This design comes from an exercise in tuning for small area on the open sky130 flow, not from production work. At most, simulation tests tie the RTL to the original design; equivalence was not proved. Power is estimated from default activity; no workload was simulated.

==> try-onyx: inputs <==
## max_unpool
module max_unpool #(
    parameter  int unsigned DATA_WIDTH = 16,
    parameter  int unsigned IN_SIZE    = 4,
    localparam int unsigned OUT_SIZE   = 2 * IN_SIZE,
    localparam int unsigned CNT_W      = $clog2(IN_SIZE * IN_SIZE + 1)
) (
    input  logic                                         clk,
    input  logic                                         reset,
    input  logic                                         en,
    input  logic                                         in_valid,
    input  logic [DATA_WIDTH-1:0]                        in_data,
    input  logic [1:0]                                   in_idx,
    output logic                                         in_ready,
    output logic [OUT_SIZE*OUT_SIZE*DATA_WIDTH-1:0]      ofmap,
    output logic                                         done_unpool
);
==> module max_unpool, before the edit <==
module max_unpool #(
    parameter  int unsigned DATA_WIDTH = 16,
    parameter  int unsigned IN_SIZE    = 4,
    localparam int unsigned OUT_SIZE   = 2 * IN_SIZE,
    localparam int unsigned CNT_W      = $clog2(IN_SIZE * IN_SIZE + 1)
) (
    input  logic                                         clk,
    input  logic                                         reset,
    input  logic                                         en,
    input  logic                                         in_valid,
    input  logic [DATA_WIDTH-1:0]                        in_data,
    input  logic [1:0]                                   in_idx,
    output logic                                         in_ready,
    output logic [OUT_SIZE*OUT_SIZE*DATA_WIDTH-1:0]      ofmap,
    output logic                                         done_unpool
);
    localparam int unsigned RC_W   = (IN_SIZE > 1) ? $clog2(IN_SIZE) : 1;
    localparam int unsigned OW     = $clog2(OUT_SIZE);
    localparam int unsigned BEATS  = IN_SIZE * IN_SIZE;
    localparam logic [1:0] S_IDLE    = 2'd0;
    localparam logic [1:0] S_PROCESS = 2'd1;
    localparam logic [1:0] S_DONE    = 2'd2;
    logic [1:0]       state_q;
    logic [1:0]       state_d;
    logic [RC_W-1:0]  row_q;
    logic [RC_W-1:0]  col_q;
    logic [CNT_W-1:0] count_q;
    logic             accept_c;
    logic             last_beat_c;
    logic [OW-1:0]    wr_row_c;
    logic [OW-1:0]    wr_col_c;
    always_comb begin
        accept_c    = in_valid && in_ready && (state_q == S_PROCESS);
        last_beat_c = accept_c && (count_q == CNT_W'(BEATS - 1));
        wr_row_c    = OW'({row_q, 1'b0}) + OW'(in_idx[1]);
        wr_col_c    = OW'({col_q, 1'b0}) + OW'(in_idx[0]);
    end
    always_ff @(posedge clk or posedge reset) begin
        if (reset) begin
            state_q <= S_IDLE;
        end else begin
            state_q <= state_d;
        end
    end
    always_comb begin
        state_d = state_q;
        case (state_q)
            S_IDLE: begin
                if (en) begin
                    state_d = S_PROCESS;
                end
            end
            S_PROCESS: begin
                if (last_beat_c) begin
                    state_d = S_DONE;
                end else if (!en) begin
                    state_d = S_IDLE;
                end
            end
            S_DONE: begin
                if (!en) begin
                    state_d = S_IDLE;
                end
            end
            default: state_d = S_IDLE;
        endcase
    end
    always_ff @(posedge clk or posedge reset) begin
        if (reset) begin
            in_ready    <= 1'b0;
            done_unpool <= 1'b0;
        end else begin
            in_ready    <= (state_d == S_PROCESS);
            done_unpool <= (state_d == S_DONE);
        end
    end
    always_ff @(posedge clk or posedge reset) begin
        if (reset) begin
            row_q   <= '0;
            col_q   <= '0;
            count_q <= '0;
        end else if ((state_q == S_IDLE) && en) begin
            row_q   <= '0;
            col_q   <= '0;
            count_q <= '0;
        end else if (accept_c) begin
            count_q <= count_q + CNT_W'(1);
            if (col_q == RC_W'(IN_SIZE - 1)) begin
                col_q <= '0;
                row_q <= row_q + RC_W'(1);
            end else begin
                col_q <= col_q + RC_W'(1);
            end
        end
    end
    always_ff @(posedge clk or posedge reset) begin
        if (reset) begin
            ofmap <= '0;
        end else if ((state_q == S_IDLE) && en) begin
            ofmap <= '0;
        end else if (accept_c) begin
            for (int i = 0; i < OUT_SIZE; i++) begin
                for (int j = 0; j < OUT_SIZE; j++) begin
                    if ((wr_row_c == OW'(i)) && (wr_col_c == OW'(j))) begin
                        ofmap[(i*OUT_SIZE + j)*DATA_WIDTH +: DATA_WIDTH] <= in_data;
                    end
                end
            end
        end
    end
endmodule
export LEC_CHECK = 0
export CAP_MARGIN = 20
export CORE_AREA = 10 10 390 390
export DIE_AREA = 0 0 400 400
export SLEW_MARGIN = 20
create_clock -name core_clock -period 4.0 [get_ports {clk}]
run.sh (not shown) runs the stock make flow with config.mk's settings and CLKGATE_MAP_FILE= SYNTH_SCRIPT=/design/flow/synth_recipe.tcl, a recipe that flattens the netlist after the stock synthesis.
==> try-harbor (differences from try-onyx) <==
==> flow/design.v (replaced) <==
module max_unpool #(
    parameter  int unsigned DATA_WIDTH = 16,
    parameter  int unsigned IN_SIZE    = 4,
    localparam int unsigned OUT_SIZE   = 2 * IN_SIZE,
    localparam int unsigned CNT_W      = $clog2(IN_SIZE * IN_SIZE + 1)
) (
    input  logic                                         clk,
    input  logic                                         reset,
    input  logic                                         en,
    input  logic                                         in_valid,
    input  logic [DATA_WIDTH-1:0]                        in_data,
    input  logic [1:0]                                   in_idx,
    output logic                                         in_ready,
    output logic [OUT_SIZE*OUT_SIZE*DATA_WIDTH-1:0]      ofmap,
    output logic                                         done_unpool
);
    localparam int unsigned BEATS = IN_SIZE * IN_SIZE;
    logic [CNT_W-1:0] count_q;
    logic             accept_c;
    logic             last_beat_c;
    logic             start_c;
    always_comb begin
        accept_c    = in_valid && in_ready;
        last_beat_c = accept_c && (count_q == CNT_W'(BEATS - 1));
        start_c     = !in_ready && !done_unpool && en;
    end
    always_ff @(posedge clk or posedge reset) begin
        if (reset) begin
            in_ready    <= 1'b0;
            done_unpool <= 1'b0;
        end else begin
            in_ready    <= start_c || (in_ready && en && !last_beat_c);
            done_unpool <= last_beat_c || (done_unpool && en);
        end
    end
    always_ff @(posedge clk or posedge reset) begin
        if (reset) begin
            count_q <= '0;
        end else if (start_c) begin
            count_q <= '0;
        end else if (accept_c) begin
            count_q <= count_q + CNT_W'(1);
        end
    end
    logic [DATA_WIDTH-1:0] nval_q [BEATS];
    logic [1:0]            idx_q  [BEATS];
    always_ff @(posedge clk) begin
        for (int w = 0; w < BEATS; w++) begin
            if (accept_c && (count_q == CNT_W'(w))) begin
                nval_q[w] <= ~in_data;
                idx_q[w]  <= in_idx;
            end
        end
    end
    always_comb begin
        for (int w = 0; w < BEATS; w++) begin
            for (int p = 0; p < 4; p++) begin
                logic nsel;
                nsel = !((count_q > CNT_W'(w)) && (idx_q[w] == 2'(p)));
                for (int b = 0; b < DATA_WIDTH; b++) begin
                    ofmap[((2*(w/IN_SIZE) + p/2)*OUT_SIZE + 2*(w%IN_SIZE) + p%2)*DATA_WIDTH + b]
                        = !(nval_q[w][b] || nsel);
                end
            end
        end
    end
endmodule
==> flow/flow/run.sh (new file) <==
#!/bin/bash
# The standard layout, with each port buffered by the smallest buffer cell, pins one track
# apart, and a clock tree of small buffers in larger clusters, without dummy loads.
set -euo pipefail
bash standard.sh finish \
  BUFFER_PORTS_ARGS="-buffer_cell sky130_fd_sc_hd__buf_1" \
  PLACE_PINS_ARGS="-min_distance 1 -min_distance_in_tracks" \
  CTS_ARGS="-sink_clustering_enable -repair_clock_nets -dont_use_dummy_load -sink_clustering_size 16 -sink_clustering_max_diameter 60 -buf_list {sky130_fd_sc_hd__clkbuf_4 sky130_fd_sc_hd__clkbuf_8}" \
  > flow_make.log 2>&1
==> flow/standard.sh (new file) <==
#!/bin/bash
# synth_recipe.tcl (not shown) runs the flow's synth.tcl, then flattens the netlist and writes it again
# the make line also repeats each setting of config.mk as NAME=value (left out here)
make -C /OpenROAD-flow-scripts/flow DESIGN_CONFIG=/design/flow/config.mk WORK_HOME=/design/flow/orfs CLKGATE_MAP_FILE= SYNTH_SCRIPT=/design/flow/synth_recipe.tcl "${@:-finish}"
Settings changed: ABC_AREA set to 1, CORE_AREA 10 10 390 390 to 5 5 205 205, DIE_AREA 0 0 400 400 to 0 0 210 210, PLACE_DENSITY set to 0.5.
removed: flow/run.sh
==> results.txt <==
try-harbor completed without violations. try-onyx finished clean.
Of try-harbor and try-onyx, try-onyx has the higher routed wire length (gap about 60%, measured against try-onyx).
Against try-onyx, the sequential share of layout area of try-harbor is higher by 2.8 points.
Of try-harbor and try-onyx, try-onyx has the higher fmax (gap about 30%, measured against try-onyx).
In try-onyx the combinational power is higher than in try-harbor, by about 56%.
In try-harbor the worst setup slack is lower than in try-onyx, by 1.2 ns.
In try-harbor the clock skew is lower than in try-onyx, by 0.031 ns.
Against try-onyx, the final cell count of try-harbor is smaller by about 50%.
Against try-onyx, the clock power of try-harbor is smaller by about 90%.
In try-harbor the total power is lower than in try-onyx, by 74%.
Of try-harbor and try-onyx, try-onyx has the higher synthesized area (gap about 70%, measured against try-onyx).
Only the layout flow was run in try-onyx; the RTL was not checked for function there.

-- static timing again, ports no longer ideal --
The results above use ideal ports. As a check the final layouts listed here were re-extracted and re-timed, cells and wires unchanged. Step 1 assumes that a clkbuf_16 drives the clock port and a buf_2 every other input. Step 2 also shifts input and output timing later by t, the mid clock arrival at the registers, as if the neighbouring blocks saw the same clock. Slacks: no drivers / after step 1 / after step 2; pairs: no drivers / after step 1.
run	shift t [ns]	setup slack, ns	worst register clock-pin slew, ns	worst data-port slew with drivers (ns)	cell pins on the clock port's net
try-onyx	0.785	1.345 / 1.270 / 0.593	0.07 / 0.07	0.15	1
try-harbor	0.597	0.166 / 0.119 / 0.716	0.10 / 0.10	0.14	1
After both steps setup and hold are still met in every run listed. For try-onyx, which loses most, drivers alone change the setup slack by -0.075 ns; drivers and shift together by -0.752 ns.
